From an optimization exercise on the open Yosys and OpenROAD flow, aimed at small area; shortcuts taken in it are not production practice.
Only simulation tests tie the RTL to the original design; equivalence was not proved.
Power is estimated from default activity; no workload was simulated.

## tx_mux_top
module tx_mux_top
(
    input  logic                           clk,
    input  logic                           reset_q,
    input  logic [N_PORTS-1:0]             src_valid,
    input  logic [N_PORTS-1:0]             src_is_write,
    input  logic [N_PORTS-1:0][ADDR_W-1:0] src_addr,
    input  logic [N_PORTS-1:0][TAG_W-1:0]  src_tag,
    input  logic [N_PORTS-1:0][DATA_W-1:0] src_data,
    output logic [N_PORTS-1:0]             src_almfull,
    input  logic                           rd_almfull,
    input  logic                           wr_almfull,
    output logic                           rd_valid,
    output logic [ADDR_W-1:0]              rd_addr,
    output logic [TAG_W-1:0]               rd_tag,
    output logic [PORT_W-1:0]              rd_port,
    output logic                           wr_valid,
    output logic [ADDR_W-1:0]              wr_addr,
    output logic [DATA_W-1:0]              wr_data,
    output logic [PORT_W-1:0]              wr_port
);
==> module tx_mux_top, before the edit <==
module tx_mux_top
(
    input  logic                           clk,
    input  logic                           reset_q,
    input  logic [N_PORTS-1:0]             src_valid,
    input  logic [N_PORTS-1:0]             src_is_write,
    input  logic [N_PORTS-1:0][ADDR_W-1:0] src_addr,
    input  logic [N_PORTS-1:0][TAG_W-1:0]  src_tag,
    input  logic [N_PORTS-1:0][DATA_W-1:0] src_data,
    output logic [N_PORTS-1:0]             src_almfull,
    input  logic                           rd_almfull,
    input  logic                           wr_almfull,
    output logic                           rd_valid,
    output logic [ADDR_W-1:0]              rd_addr,
    output logic [TAG_W-1:0]               rd_tag,
    output logic [PORT_W-1:0]              rd_port,
    output logic                           wr_valid,
    output logic [ADDR_W-1:0]              wr_addr,
    output logic [DATA_W-1:0]              wr_data,
    output logic [PORT_W-1:0]              wr_port
);
    localparam int PTR_W = $clog2(FIFO_DEPTH);
    logic [REQ_W:0]     mem [N_PORTS][FIFO_DEPTH];
    logic [PTR_W-1:0]   wr_ptr [N_PORTS];
    logic [PTR_W-1:0]   rd_ptr [N_PORTS];
    logic [CNT_W-1:0]   count  [N_PORTS];
    logic [CNT_W-1:0]   count_nx [N_PORTS];
    logic [N_PORTS-1:0] pend_q;      
    logic [N_PORTS-1:0] take;        
    logic [N_PORTS-1:0] pop;
    logic [N_PORTS-1:0] head_kind;
    logic [PORT_W-1:0]  slot_q;
    logic [PORT_W-1:0]  pop_port;
    logic               rd_almfull_q;
    logic               wr_almfull_q;
    logic               pop_q;
    logic               sel;
    logic [REQ_W:0]     pop_word;
    logic [REQ_W-1:0]   out_q;
    assign pop_port = slot_q - 1'b1;
    always_comb
    begin
        for (int i = 0; i < N_PORTS; i++)
        begin
            pop[i]       = pop_q && (pop_port == PORT_W'(i));
            count_nx[i]  = count[i] + CNT_W'(pend_q[i]) - CNT_W'(pop[i]);
            take[i]      = src_valid[i] && (count_nx[i] != CNT_W'(FIFO_DEPTH));
            head_kind[i] = mem[i][rd_ptr[i]][REQ_W];
            src_almfull[i] = (count[i] >= CNT_W'(ALMFULL_THRESH));
        end
    end
    always_ff @(posedge clk)
    begin
        for (int i = 0; i < N_PORTS; i++)
        begin
            if (take[i])
            begin
                mem[i][wr_ptr[i]] <= {src_is_write[i],
                                      src_is_write[i] ? src_data[i] : src_tag[i],
                                      src_addr[i]};
            end
        end
    end
    always_ff @(posedge clk)
    begin
        for (int i = 0; i < N_PORTS; i++)
        begin
            if (reset_q)
            begin
                wr_ptr[i] <= '0;
                rd_ptr[i] <= '0;
                count[i]  <= '0;
                pend_q[i] <= 1'b0;
            end
            else
            begin
                if (take[i])
                begin
                    wr_ptr[i] <= wr_ptr[i] + 1'b1;
                end
                if (pop[i])
                begin
                    rd_ptr[i] <= rd_ptr[i] + 1'b1;
                end
                count[i]  <= count_nx[i];
                pend_q[i] <= take[i];
            end
        end
    end
    always_comb
    begin
        sel = (count[slot_q] != '0) &&
              !(head_kind[slot_q] ? wr_almfull_q : rd_almfull_q);
    end
    always_ff @(posedge clk)
    begin
        if (reset_q)
        begin
            slot_q       <= '0;
            rd_almfull_q <= 1'b0;
            wr_almfull_q <= 1'b0;
            pop_q        <= 1'b0;
            rd_valid     <= 1'b0;
            wr_valid     <= 1'b0;
        end
        else
        begin
            slot_q       <= slot_q + 1'b1;
            rd_almfull_q <= rd_almfull;
            wr_almfull_q <= wr_almfull;
            pop_q        <= sel;
            rd_valid     <= pop_q && !pop_word[REQ_W];
            wr_valid     <= pop_q && pop_word[REQ_W];
        end
    end
    assign pop_word = mem[pop_port][rd_ptr[pop_port]];
    always_ff @(posedge clk)
    begin
        out_q <= pop_word[REQ_W-1:0];
    end
    assign rd_addr = out_q[ADDR_W-1:0];
    assign wr_addr = out_q[ADDR_W-1:0];
    assign rd_tag  = out_q[UPPER_LSB +: TAG_W];
    assign wr_data = out_q[UPPER_LSB +: DATA_W];
    assign rd_port = slot_q - 2'd2;
    assign wr_port = slot_q - 2'd2;
endmodule
clock: 4.0 ns
lec_check: 0
cap_margin: 20
core_margin: 2
core_utilization: 40
place_density: 0.6
slew_margin: 20
run.sh (not shown) runs the stock make flow with config.mk's settings and CLKGATE_MAP_FILE= SYNTH_SCRIPT=/design/flow/synth_recipe.tcl, a recipe that flattens the netlist after the stock synthesis.
Rerun with:
--- a/flow/design.v
+++ b/flow/design.v
@@ -52,11 +52,16 @@
     logic [PORT_W-1:0]  pop_port;
     logic               rd_almfull_q;
     logic               wr_almfull_q;
+    logic               sel_rd_q;    
+    logic               sel_wr_q;    
     logic               pop_q;
     logic               sel;
-    logic [REQ_W:0]     pop_word;
+    logic               sel_kind;
+    logic [N_PORTS*FIFO_DEPTH-1:0] rd_oh;
+    logic [REQ_W-1:0]   pop_word;
     logic [REQ_W-1:0]   out_q;
     assign pop_port = slot_q - 1'b1;
+    assign pop_q    = sel_rd_q || sel_wr_q;
     always_comb
     begin
         for (int i = 0; i < N_PORTS; i++)
@@ -108,8 +113,9 @@
     end
     always_comb
     begin
+        sel_kind = head_kind[slot_q];
         sel = (count[slot_q] != '0) &&
-              !(head_kind[slot_q] ? wr_almfull_q : rd_almfull_q);
+              !(sel_kind ? wr_almfull_q : rd_almfull_q);
     end
     always_ff @(posedge clk)
     begin
@@ -118,7 +124,8 @@
             slot_q       <= '0;
             rd_almfull_q <= 1'b0;
             wr_almfull_q <= 1'b0;
-            pop_q        <= 1'b0;
+            sel_rd_q     <= 1'b0;
+            sel_wr_q     <= 1'b0;
             rd_valid     <= 1'b0;
             wr_valid     <= 1'b0;
         end
@@ -127,12 +134,24 @@
             slot_q       <= slot_q + 1'b1;
             rd_almfull_q <= rd_almfull;
             wr_almfull_q <= wr_almfull;
-            pop_q        <= sel;
-            rd_valid     <= pop_q && !pop_word[REQ_W];
-            wr_valid     <= pop_q && pop_word[REQ_W];
+            sel_rd_q     <= sel && !sel_kind;
+            sel_wr_q     <= sel && sel_kind;
+            rd_valid     <= sel_rd_q;
+            wr_valid     <= sel_wr_q;
         end
     end
-    assign pop_word = mem[pop_port][rd_ptr[pop_port]];
+    always_comb
+    begin
+        pop_word = '0;
+        for (int i = 0; i < N_PORTS; i++)
+        begin
+            for (int j = 0; j < FIFO_DEPTH; j++)
+            begin
+                rd_oh[i*FIFO_DEPTH+j] = (pop_port == PORT_W'(i)) && (rd_ptr[i] == PTR_W'(j));
+                pop_word = pop_word | ({REQ_W{rd_oh[i*FIFO_DEPTH+j]}} & mem[i][j][REQ_W-1:0]);
+            end
+        end
+    end
     always_ff @(posedge clk)
     begin
         out_q <= pop_word[REQ_W-1:0];
Sequential share of layout area goes up by 3.3 points.
Wire length is higher by about 44%.
Sequential power hardly moves.
Global-route usage grows by 10 points.
Sequential cell count grows by 1.
Die area falls by about 6%.
Design area decreases by 5.0%.
Worst setup slack gains 0.13 ns.
Total power fell by 4.0%.
Synthesized cell count decreases by about 11%.

## afterwards: timing with drivers on the ports
Ports are ideal in the flow. The routed layouts listed here were re-timed in OpenROAD.
Step 1 (the two cells are an assumption about what drives the block):
set clk [get_ports {clk}]
set_driving_cell -lib_cell sky130_fd_sc_hd__clkbuf_16 $clk
set_driving_cell -lib_cell sky130_fd_sc_hd__buf_2 [delete_from_list [all_inputs] $clk]
Step 2 moves the port delays by t, midway between the first and last clock arrival at a register: inputs arrive t later, outputs are due t later. That takes back most of the time a late clock gives input paths.
Slacks: ideal / step 1 / step 2; pairs: ideal / step 1.
run | shift t [ns] | setup WS [ns] | hold WS [ns] | pins driven straight from the clock port
the first run | 0.752 | 0.110 / 0.110 / 0.110 | 0.445 / 0.445 / 0.445 | 1
the second run | 0.763 | 0.235 / 0.235 / 0.235 | 0.409 / 0.409 / 0.409 | 1
After both steps every run listed still meets setup and hold.
